Background: an optimization exercise with open tools, aiming at small area, a short achievable clock period and few clock cycles per item. Do not read the settings as production practice. Where RTL was checked, it was by simulation tests only, not by an equivalence proof against the original. Power and IR drop assume default switching activity.

Setup of 06-12:
// tablet_adaptive_delta_decoder_unit
module tablet_adaptive_delta_decoder_unit
#(
    parameter int TOOLS     = TOOLS_DEF,
    parameter int SHIFT_MAX = SHIFT_MAX_DEF
) (
    input  logic        clk,
    input  logic        rst_n,
    input  logic        din_valid,
    output logic        din_ready,
    input  logic        din_action,
    input  logic        din_tool,
    input  logic [2:0]  din_channel,
    input  logic [4:0]  din_raw_code,
    input  logic [15:0] din_load_value,
    input  logic [3:0]  din_load_shift,
    output logic        dout_valid,
    input  logic        dout_ready,
    output logic [15:0] dout_value,
    output logic [3:0]  dout_step_out,
    output logic        dout_held,
    input  logic        psel,
    input  logic        penable,
    input  logic        pwrite,
    input  logic [2:0]  paddr,
    input  logic [31:0] pwdata,
    output logic [31:0] prdata,
    output logic        pready
);
Size in the first run: roughly 2100 cells after synthesis, about 0.020 mm^2 of cells after synthesis.
==> flow/config.mk <==
export PLATFORM = sky130hd
export DESIGN_NAME = tablet_adaptive_delta_decoder_unit
export DESIGN_NICKNAME = tablet_adaptive_delta_decoder_unit
export VERILOG_FILES = /design/flow/design.v
export SDC_FILE = /design/flow/constraint.sdc
export NUM_CORES = 4
export LEC_CHECK = 0
export ABC_AREA = 1
export ABC_CLOCK_PERIOD_IN_PS = 4000
export CAP_MARGIN = 20
export CORE_MARGIN = 2
export CORE_UTILIZATION = 40
export CTS_BUF_LIST = sky130_fd_sc_hd__clkbuf_8
export CTS_CLUSTER_DIAMETER = 60
export CTS_CLUSTER_SIZE = 16
export PLACE_DENSITY = 0.75
export SLEW_MARGIN = 20
export TNS_END_PERCENT = 10
==> flow/constraint.sdc <==
create_clock -name core_clock -period 10.0 [get_ports {clk}]
set_input_delay 2.0000 -clock core_clock [delete_from_list [all_inputs] [get_ports {clk}]]
set_output_delay 2.0000 -clock core_clock [all_outputs]
set_load 0.01 [all_outputs]
standard.sh (not shown) runs the stock make flow with config.mk's settings and CLKGATE_MAP_FILE= SYNTH_SCRIPT=/design/flow/synth_recipe.tcl, a recipe that flattens the netlist after the stock synthesis.
==> flow/flow/run.sh <==
#!/bin/bash
# The standard layout, with synthesis leaving adders to abc instead of
# mapping them to the half and full adder cells first, the port buffers
# made of plain buf_2 cells, and timing repair aimed at a setup slack of
# 5.5 ns (the clock period and constraints are unchanged).
export ADDER_MAP_FILE=
export BUFFER_PORTS_ARGS="-buffer_cell sky130_fd_sc_hd__buf_2"
export SETUP_SLACK_MARGIN=5.5
bash standard.sh > standard.log 2>&1
What 02-01 does differently from 06-12 at the input level:
Settings: removing ABC_AREA (formerly 1).
[summary]
- Of 02-01 and 06-12, 06-12 shows the higher sequential share of cell area, with 02-01 below it.
- Relative to 06-12, combinational fraction of design power has gone up in 02-01.
- Routed wire in 02-01 totals less than in 06-12.
- Relative to 06-12, synthesized cell count has decreased by 542 in 02-01.
- For 06-12, the combinational family with the most area after synthesis was simple AND/OR/NAND/NOR gates, unlike 02-01, where it was compound AO/OA/AOI/OAI gates.
- Compare 02-01 and 06-12 | worst hold margin higher: 06-12
No functional check of the RTL was part of any run of this note.

---

Setup of v6:
Another version of the RTL of tablet_adaptive_delta_decoder_unit (not shown whole).
Size in the first run: about 130 I/O pins, ~20000 um2 of cells after synthesis.
export LEC_CHECK = 0
export ABC_AREA = 1
export ABC_CLOCK_PERIOD_IN_PS = 4000
export CAP_MARGIN = 20
export CORE_MARGIN = 2
export CORE_UTILIZATION = 40
export CTS_BUF_LIST = sky130_fd_sc_hd__clkbuf_8
export CTS_CLUSTER_DIAMETER = 60
export CTS_CLUSTER_SIZE = 16
export SLEW_MARGIN = 20
export TNS_END_PERCENT = 10
create_clock -name core_clock -period 10.0 [get_ports {clk}]
Scripts as last shown in full above: flow/flow/run.sh
v6 finished end to end and its layout was clean on timing, DRC and antenna.
Testbench counts of v6, summed over its fixed seeds: cycles 24,016, items 24,000.
### v6 -> v7
# v6
export LEC_CHECK = 0
export ABC_AREA = 1
export ABC_CLOCK_PERIOD_IN_PS = 4000
export CAP_MARGIN = 20
export CORE_MARGIN = 2
export CORE_UTILIZATION = 40
export CTS_BUF_LIST = sky130_fd_sc_hd__clkbuf_8
export CTS_CLUSTER_DIAMETER = 60
export CTS_CLUSTER_SIZE = 16
export SLEW_MARGIN = 20
export TNS_END_PERCENT = 10
create_clock -name core_clock -period 10.0 [get_ports {clk}]
# v7
export LEC_CHECK = 0
export ABC_AREA = 1
export ABC_CLOCK_PERIOD_IN_PS = 4000
export CAP_MARGIN = 5
export CORE_MARGIN = 2
export CORE_UTILIZATION = 40
export CTS_BUF_LIST = sky130_fd_sc_hd__clkbuf_8
export CTS_CLUSTER_DIAMETER = 60
export CTS_CLUSTER_SIZE = 16
export PLACE_DENSITY = 0.75
export SLEW_MARGIN = 5
export TNS_END_PERCENT = 10
create_clock -name core_clock -period 10.0 [get_ports {clk}]
### Flow results
- v7 completed every stage of the flow, and the final layout passed the timing, design-rule and antenna checks.
- Re worst path setup slack after routing: v7 is 36 ps down on v6.
- Compared v7 vs v6, and multi-input gate share of the layout cell area is down in v7.
- Cell area after layout for v7: 130 um2 down relative to v6

---

Another version of the RTL of tablet_adaptive_delta_decoder_unit (not shown whole).
Size in the first run: roughly 400 flip-flops, ~21,000 µm² of cells after synthesis.
clock: 10.0 ns
lec_check: 0
abc_area: 1
abc_clock_period_in_ps: 4000
cap_margin: 20
core_margin: 2
core_utilization: 55
cts_buf_list: sky130_fd_sc_hd__clkbuf_8
cts_cluster_diameter: 60
cts_cluster_size: 16
place_density: 0.7
slew_margin: 20
==> flow/flow/run.sh <==
#!/bin/bash
# The standard layout, with synthesis leaving adders to abc instead of
# mapping them to the half and full adder cells first, the port buffers
# made of plain buf_2 cells, and timing repair aimed at a setup slack of
# 5.7 ns (the clock period and constraints are unchanged).
export ADDER_MAP_FILE=
export BUFFER_PORTS_ARGS="-buffer_cell sky130_fd_sc_hd__buf_2"
export SETUP_SLACK_MARGIN=5.7
bash standard.sh > standard.log 2>&1
The starting point ran to the end with no violations.
Testbench counts at the start, summed over its fixed seeds: cycles 24,016, items 24,000.
==> next run, changes <==
==> flow/flow/run.sh (replaced) <==
#!/bin/bash
# The standard layout, with synthesis leaving adders to abc instead of
# mapping them to the half and full adder cells first, and the port
# buffers made of plain buf_2 cells.
export ADDER_MAP_FILE=
export BUFFER_PORTS_ARGS="-buffer_cell sky130_fd_sc_hd__buf_2"
bash standard.sh > standard.log 2>&1
ABC_AREA = unset   (was 1)
CORE_UTILIZATION = 40   (was 55)
PLACE_DENSITY = unset   (was 0.7)
SETUP_SLACK_MARGIN = 5   (was unset)
Outcome:
- The new run finished clean
- cell area goes down by 4.5%
- fmax goes down by 6.9%
- wire length goes down by 3.8%
- worst hold slack barely changes
- sequential power is about the same
- area after synthesis goes down by 3.7%
- combinational power goes up by about 3%
==> next run, changes <==
==> flow/flow/run.sh (replaced) <==
#!/bin/bash
# The standard layout, with synthesis leaving adders to abc instead of
# mapping them to the half and full adder cells first, the port buffers
# made of plain buf_2 cells, and timing repair aimed at a setup slack of
# 5.5 ns (the clock period and constraints are unchanged).
export ADDER_MAP_FILE=
export BUFFER_PORTS_ARGS="-buffer_cell sky130_fd_sc_hd__buf_2"
export SETUP_SLACK_MARGIN=5.5
bash standard.sh > standard.log 2>&1
ABC_AREA = 1   (was unset)
CTS_BUF_LIST = sky130_fd_sc_hd__clkbuf_4   (was sky130_fd_sc_hd__clkbuf_8)
CTS_CLUSTER_DIAMETER = 40   (was 60)
CTS_CLUSTER_SIZE = 8   (was 16)
SETUP_SLACK_MARGIN = unset   (was 5)
TNS_END_PERCENT = 10   (was unset)
Outcome: Power rose slightly. Via count rose by about a fifth. Final area rose by a few percent. Wire length rose by a few percent. Area after synthesis rose by a few percent. Worst setup slack improves by 0.35 ns. Die area rose by a few percent. Cell count rose by a quarter to a third. Count of clock-buffer cells in the layout rose by 49.
==> next run, changes <==
==> flow/flow/run.sh (replaced) <==
#!/bin/bash
# The standard layout, with synthesis leaving adders to abc instead of
# mapping them to the half and full adder cells first.
export ADDER_MAP_FILE=
bash standard.sh > standard.log 2>&1
ABC_AREA = unset   (was 1)
CTS_BUF_LIST = sky130_fd_sc_hd__clkbuf_8   (was sky130_fd_sc_hd__clkbuf_4)
CTS_CLUSTER_DIAMETER = 60   (was 40)
CTS_CLUSTER_SIZE = 16   (was 8)
SETUP_SLACK_MARGIN = 5   (was unset)
TNS_END_PERCENT = unset   (was 10)
After rerunning: Clock skew is lower by 0.011 ns. Power grows by about 0.6%. Cell area fell by about 0.64%. Non-clock buffer count rose by 32. Combinational power came out higher by about 10%. Core utilization rose by 1.1 points. Clock power is lower by about 10%. Die area is lower by about 3.6%.
==> next run, changes <==
==> flow/flow/run.sh (replaced) <==
#!/bin/bash
# The standard layout, with synthesis leaving adders to abc instead of
# mapping them to the half and full adder cells first, the port buffers
# made of plain buf_2 cells, and timing repair aimed at a setup slack of
# 5.5 ns (the clock period and constraints are unchanged).
export ADDER_MAP_FILE=
export BUFFER_PORTS_ARGS="-buffer_cell sky130_fd_sc_hd__buf_2"
export SETUP_SLACK_MARGIN=5.5
bash standard.sh > standard.log 2>&1
ABC_AREA = 1   (was unset)
PLACE_DENSITY = 0.75   (was unset)
SETUP_SLACK_MARGIN = unset   (was 5)
TNS_END_PERCENT = 10   (was unset)
The new run finished with timing, DRC and antenna clean. Fmax goes up by 9.5%. Global-route usage went down by 0.75 points. Sequential power came out lower by about 2%. Worst setup slack improved by 0.43 ns. Die area increases by 3.7%. Combinational power is lower by about 10%. Routed wire length shrinks by 0.44%. Sequential share of layout area went down by 0.14 points. First-iteration DRC count climbs by 45%. Clock power stays flat. Synthesized cell count came out higher by 45%.

[afterwards: timing with drivers on the ports]
How much do the figures lean on ideal ports? The routed layouts below were timed once more, with nothing changed but the port constraints. Step 1 assumes that a clkbuf_16 drives the clock port and a buf_2 every other input. Step 2 also shifts input and output timing later by t, the mid clock arrival at the registers, as if the neighbouring blocks saw the same clock. a / b / c = ideal ports / drivers / drivers and shift; a / b = the first two.
run | t (ns) | slack for setup (ns) | hold WS [ns] | worst slew at a driven data input, ns | pins driven straight from the clock port
06-12 | 0.647 | 4.927 / 4.880 / 4.994 | 0.498 / 0.498 / 0.498 | 0.15 | 1
02-01 | 0.682 | 3.981 / 3.931 / 4.613 | 0.479 / 0.479 / 0.479 | 0.08 | 1
v6 | 0.679 | 5.399 / 5.310 / 5.001 | 0.496 / 0.496 / 0.496 | 0.12 | 1
v7 | 0.657 | 5.363 / 5.291 / 4.809 | 0.501 / 0.501 / 0.501 | 0.10 | 1
the first run of note 3 | 0.673 | 5.417 / 5.369 / 5.121 | 0.484 / 0.484 / 0.484 | 0.06 | 1
the second run of note 3 | 0.672 | 5.078 / 5.056 / 4.526 | 0.485 / 0.485 / 0.485 | 0.05 | 1
the third run of note 3 | 0.833 | 5.429 / 5.377 / 4.942 | 0.476 / 0.476 / 0.476 | 0.07 | 1
the fourth run of note 3 | 0.663 | 5.022 / 4.964 / 4.509 | 0.481 / 0.481 / 0.481 | 0.07 | 1
the fifth run of note 3 | 0.638 | 5.453 / 5.407 / 4.982 | 0.477 / 0.477 / 0.477 | 0.06 | 1
After both steps every run listed still meets setup and hold. For v7, which loses most, drivers alone change the setup slack by -0.072 ns; drivers and shift together by -0.554 ns.
